Background: an optimization exercise with open tools, aiming at small area, a short achievable clock period and few clock cycles per item. Do not read the settings as production practice. The RTL was checked by simulation tests, not by an equivalence proof against the original design. Power is estimated from default activity; no workload was simulated.

fjord:
// alu_exec_ctrl
module alu_exec_ctrl #(
  parameter int MUL_LAT = 3
) (
  input  logic        clk,
  input  logic        rst_n,
  input  logic        instr_valid,
  output logic        instr_ready,
  input  logic [31:0] instr,
  output logic        busy,
  output logic        done,
  output logic        illegal,
  output logic [4:0]  wb_addr,
  output logic [15:0] wb_data,
  output logic [15:0] sgpr_out,
  input  logic [4:0]  dbg_addr,
  output logic [15:0] dbg_data
);
Size: roughly 3200 cells after synthesis, roughly 700 flip-flops.
Settings: LEC_CHECK=0, CAP_MARGIN=20, CORE_MARGIN=2, CORE_UTILIZATION=60, CTS_BUF_LIST=sky130_fd_sc_hd__clkbuf_8, CTS_CLUSTER_SIZE=20, PLACE_DENSITY=0.75, SETUP_SLACK_MARGIN=4, SLEW_MARGIN=20; clock period 10.0 ns.
run.sh (not shown) runs the stock make flow with config.mk's settings and CLKGATE_MAP_FILE= SYNTH_SCRIPT=/design/flow/synth_recipe.tcl, a recipe that flattens the netlist after the stock synthesis.
fjord ended with every stage complete and zero timing, DRC or antenna violations.
Testbench counts of fjord, summed over its fixed seeds: cycles 32,137, instrs 32,000.
Setup changes, fjord to cedar
- CTS_BUF_LIST: sky130_fd_sc_hd__clkbuf_8 -> unset
- CTS_CLUSTER_SIZE: 20 -> unset
## What came out
Going from fjord to cedar, the wire length was found to have gone down by 1600 um.
cedar ends up with a global routing usage on met3 that is 0.96 points higher than in fjord.
On worst endpoint data arrival time, the higher figure sits with fjord, not cedar.
Comparing cedar and fjord, the lower clock share of power is on fjord.
Fraction of power spent switching nets (higher): fjord
Compared with fjord, cedar shows final non-filler cell area that has gone up slightly.
Sort cedar and fjord by ratio of final minimum period to clock period desc -> top: fjord

---

Another version of the RTL of alu_exec_ctrl (not shown whole).
Size in the first run: roughly 700 flip-flops, roughly 97 I/O pins, roughly 38000 sq um of cells after synthesis.
export LEC_CHECK = 0
export CAP_MARGIN = 5
export CORE_MARGIN = 2
export CORE_UTILIZATION = 60
export PLACE_DENSITY = 0.75
export SETUP_SLACK_MARGIN = 4
export SLEW_MARGIN = 5
export TNS_END_PERCENT = 5
create_clock -name core_clock -period 10.0 [get_ports {clk}]
standard.sh (not shown) runs the stock make flow with config.mk's settings and CLKGATE_MAP_FILE= SYNTH_SCRIPT=/design/flow/synth_recipe.tcl, a recipe that flattens the netlist after the stock synthesis.
==> flow/flow/run.sh <==
#!/bin/bash
# The standard layout (standard.sh: standard synthesis through finish), with clock tree
# synthesis using clkbuf_4 buffers and no dummy loads, and the port buffers made from buf_1.
# All tool output goes to standard_flow.log here; ORFS's per-step logs stay under orfs/logs/.
set -o pipefail
export CTS_ARGS="-sink_clustering_enable -repair_clock_nets -dont_use_dummy_load -buf_list sky130_fd_sc_hd__clkbuf_4"
export BUFFER_PORTS_ARGS="-buffer_cell sky130_fd_sc_hd__buf_1"
bash standard.sh > standard_flow.log 2>&1
The starting point finished but failed the layout checks on max-capacitance violations, max-slew violations.
Testbench counts at the start, summed over its fixed seeds: cycles 32,137, instrs 32,000.
Next try:
==> flow/flow/run.sh (replaced) <==
#!/bin/bash
set -o pipefail
cp standard.sh standard_sh_copy.log
export CTS_ARGS="-sink_clustering_enable -repair_clock_nets -dont_use_dummy_load"
bash standard.sh > standard_flow.log 2>&1
--- a/flow/config.mk
+++ b/flow/config.mk
@@ -8 +8 @@
-export CAP_MARGIN = 5
+export CAP_MARGIN = 20
@@ -13 +13 @@
-export SLEW_MARGIN = 5
+export SLEW_MARGIN = 20
=>
- The new run finished clean
- hold slack is worse by 3.5 ps
- count of clock-buffer cells in the layout went down by 98
- die area stays the same
- power grows by 9.3%
- flip-flop and latch count is unchanged
- worst setup slack gets worse by 72 ps
Next try:
==> flow/flow/run.sh (replaced) <==
#!/bin/bash
# The standard layout (standard.sh: standard synthesis through finish), with clock tree
# synthesis using clkbuf_4 buffers and no dummy loads, and the port buffers made from buf_1.
# All tool output goes to standard_flow.log here; ORFS's per-step logs stay under orfs/logs/.
set -o pipefail
export CTS_ARGS="-sink_clustering_enable -repair_clock_nets -dont_use_dummy_load -buf_list sky130_fd_sc_hd__clkbuf_4"
export BUFFER_PORTS_ARGS="-buffer_cell sky130_fd_sc_hd__buf_1"
bash standard.sh > standard_flow.log 2>&1
--- a/flow/config.mk
+++ b/flow/config.mk
@@ -12 +12 @@
-export SETUP_SLACK_MARGIN = 4
+export SETUP_SLACK_MARGIN = 4.3
Effect:
- sequential power barely changes
- design area came out lower by a few percent
- clock skew shrinks by 10 ps
- die area does not change
- worst setup slack is better by 57 ps
- sequential cell count stays the same
- wire length fell by a few percent
- first-iteration DRC count grows slightly
- fmax grows slightly
- via count came out higher slightly
- utilization falls by 2.8 points
Next try:
==> flow/flow/run.sh (replaced) <==
#!/bin/bash
set -o pipefail
cp standard.sh standard_sh_copy.log
export CTS_ARGS="-sink_clustering_enable -repair_clock_nets -dont_use_dummy_load"
bash standard.sh > standard_flow.log 2>&1
--- a/flow/config.mk
+++ b/flow/config.mk
@@ -8 +8 @@
-export CAP_MARGIN = 20
+export CAP_MARGIN = 5
@@ -12,2 +12,2 @@
-export SETUP_SLACK_MARGIN = 4.3
-export SLEW_MARGIN = 20
+export SETUP_SLACK_MARGIN = 4
+export SLEW_MARGIN = 5
After rerunning: The changed run completed without violations. Worst hold slack hardly moves. Die area does not change. Setup slack gets worse by 69 ps.
Next try:
==> flow/flow/run.sh (replaced) <==
#!/bin/bash
# The standard layout (standard.sh: standard synthesis through finish), with clock tree
# synthesis using clkbuf_4 buffers and no dummy loads. All tool output goes to
# standard_flow.log here; ORFS's per-step logs stay under orfs/logs/.
set -o pipefail
export CTS_ARGS="-sink_clustering_enable -repair_clock_nets -dont_use_dummy_load -buf_list sky130_fd_sc_hd__clkbuf_4"
bash standard.sh > standard_flow.log 2>&1
=>
- The changed run ran to the end with no violations
- non-clock buffer count rises by 10
- worst setup slack gains 27 ps
- fmax rises by 0.43%
- final cell count rises by 2.7%
- total power falls by 6.8%
- die area does not change
- hold slack loses 8.9 ps
- flip-flop and latch count does not change
- final area falls by 0.72%
- area after synthesis is unchanged
- wire length rises by 1.3%
Next try:
--- a/flow/flow/run.sh
+++ b/flow/flow/run.sh
@@ -3,2 +3,2 @@
-# synthesis using clkbuf_4 buffers and no dummy loads. All tool output goes to
-# standard_flow.log here; ORFS's per-step logs stay under orfs/logs/.
+# synthesis using clkbuf_4 buffers and no dummy loads, and the port buffers made from buf_1.
+# All tool output goes to standard_flow.log here; ORFS's per-step logs stay under orfs/logs/.
@@ -6,0 +7 @@
+export BUFFER_PORTS_ARGS="-buffer_cell sky130_fd_sc_hd__buf_1"
--- a/flow/config.mk
+++ b/flow/config.mk
@@ -8 +8 @@
-export CAP_MARGIN = 5
+export CAP_MARGIN = 20
@@ -11 +11 @@
-export PLACE_DENSITY = 0.75
+export PLACE_DENSITY = 0.85
@@ -13 +13 @@
-export SLEW_MARGIN = 5
+export SLEW_MARGIN = 20
Result: Utilization falls by 2.2 points; first-iteration DRC count rises by 6.6%; synthesized area stays the same; synthesized cell count does not change; routed wire length falls by 4.0%; via count falls by 1.8%; non-clock buffer count falls by 48; register-to-register slack loses 90 ps; critical path depth stays the same.

[port drivers added, routing unchanged]
In the flow no input, the clock included, has a driving cell. The finished layouts below were timed again as built, in two steps.
Step 1: set_driving_cell puts a clkbuf_16 on clk and a buf_2 on each other input, an assumption about the parent block.
Step 2, shift: input delay + t, output delay - t, t = (earliest + latest rising clock arrival at the registers) / 2. This alone moves slack from input paths to output paths.
Slacks: no drivers / after step 1 / after step 2; pairs: no drivers / after step 1.
| run | shift t [ns] | setup WS [ns] | hold slack, ns | worst setup path after step 2 | worst register clock-pin slew, ns |
|---|---|---|---|---|---|
| fjord | 0.822 | 3.795 / 3.739 / 3.739 | 0.348 / 0.348 / 0.348 | input to output | 0.07 / 0.07 |
| cedar | 0.724 | 3.849 / 3.794 / 3.794 | 0.347 / 0.347 / 0.347 | input to output | 0.07 / 0.07 |
| the first run of note 2 | 1.051 | 3.787 / 3.734 / 3.734 | 0.333 / 0.333 / 0.333 | input to output | 0.07 / 0.07 |
| the second run of note 2 | 0.693 | 3.716 / 3.665 / 3.665 | 0.330 / 0.330 / 0.330 | input to output | 0.07 / 0.07 |
| the third run of note 2 | 1.095 | 3.772 / 3.720 / 3.720 | 0.337 / 0.337 / 0.337 | input to output | 0.08 / 0.08 |
| the fourth run of note 2 | 0.685 | 3.704 / 3.647 / 3.647 | 0.336 / 0.336 / 0.336 | input to output | 0.07 / 0.07 |
| the fifth run of note 2 | 1.044 | 3.731 / 3.688 / 3.688 | 0.327 / 0.327 / 0.327 | input to output | 0.08 / 0.08 |
| the sixth run of note 2 | 1.079 | 3.775 / 3.716 / 3.716 | 0.348 / 0.348 / 0.348 | input to output | 0.09 / 0.09 |
The setup slack of the sixth run of note 2, which loses most, moves by -0.059 ns with the drivers and by -0.059 ns with both steps.
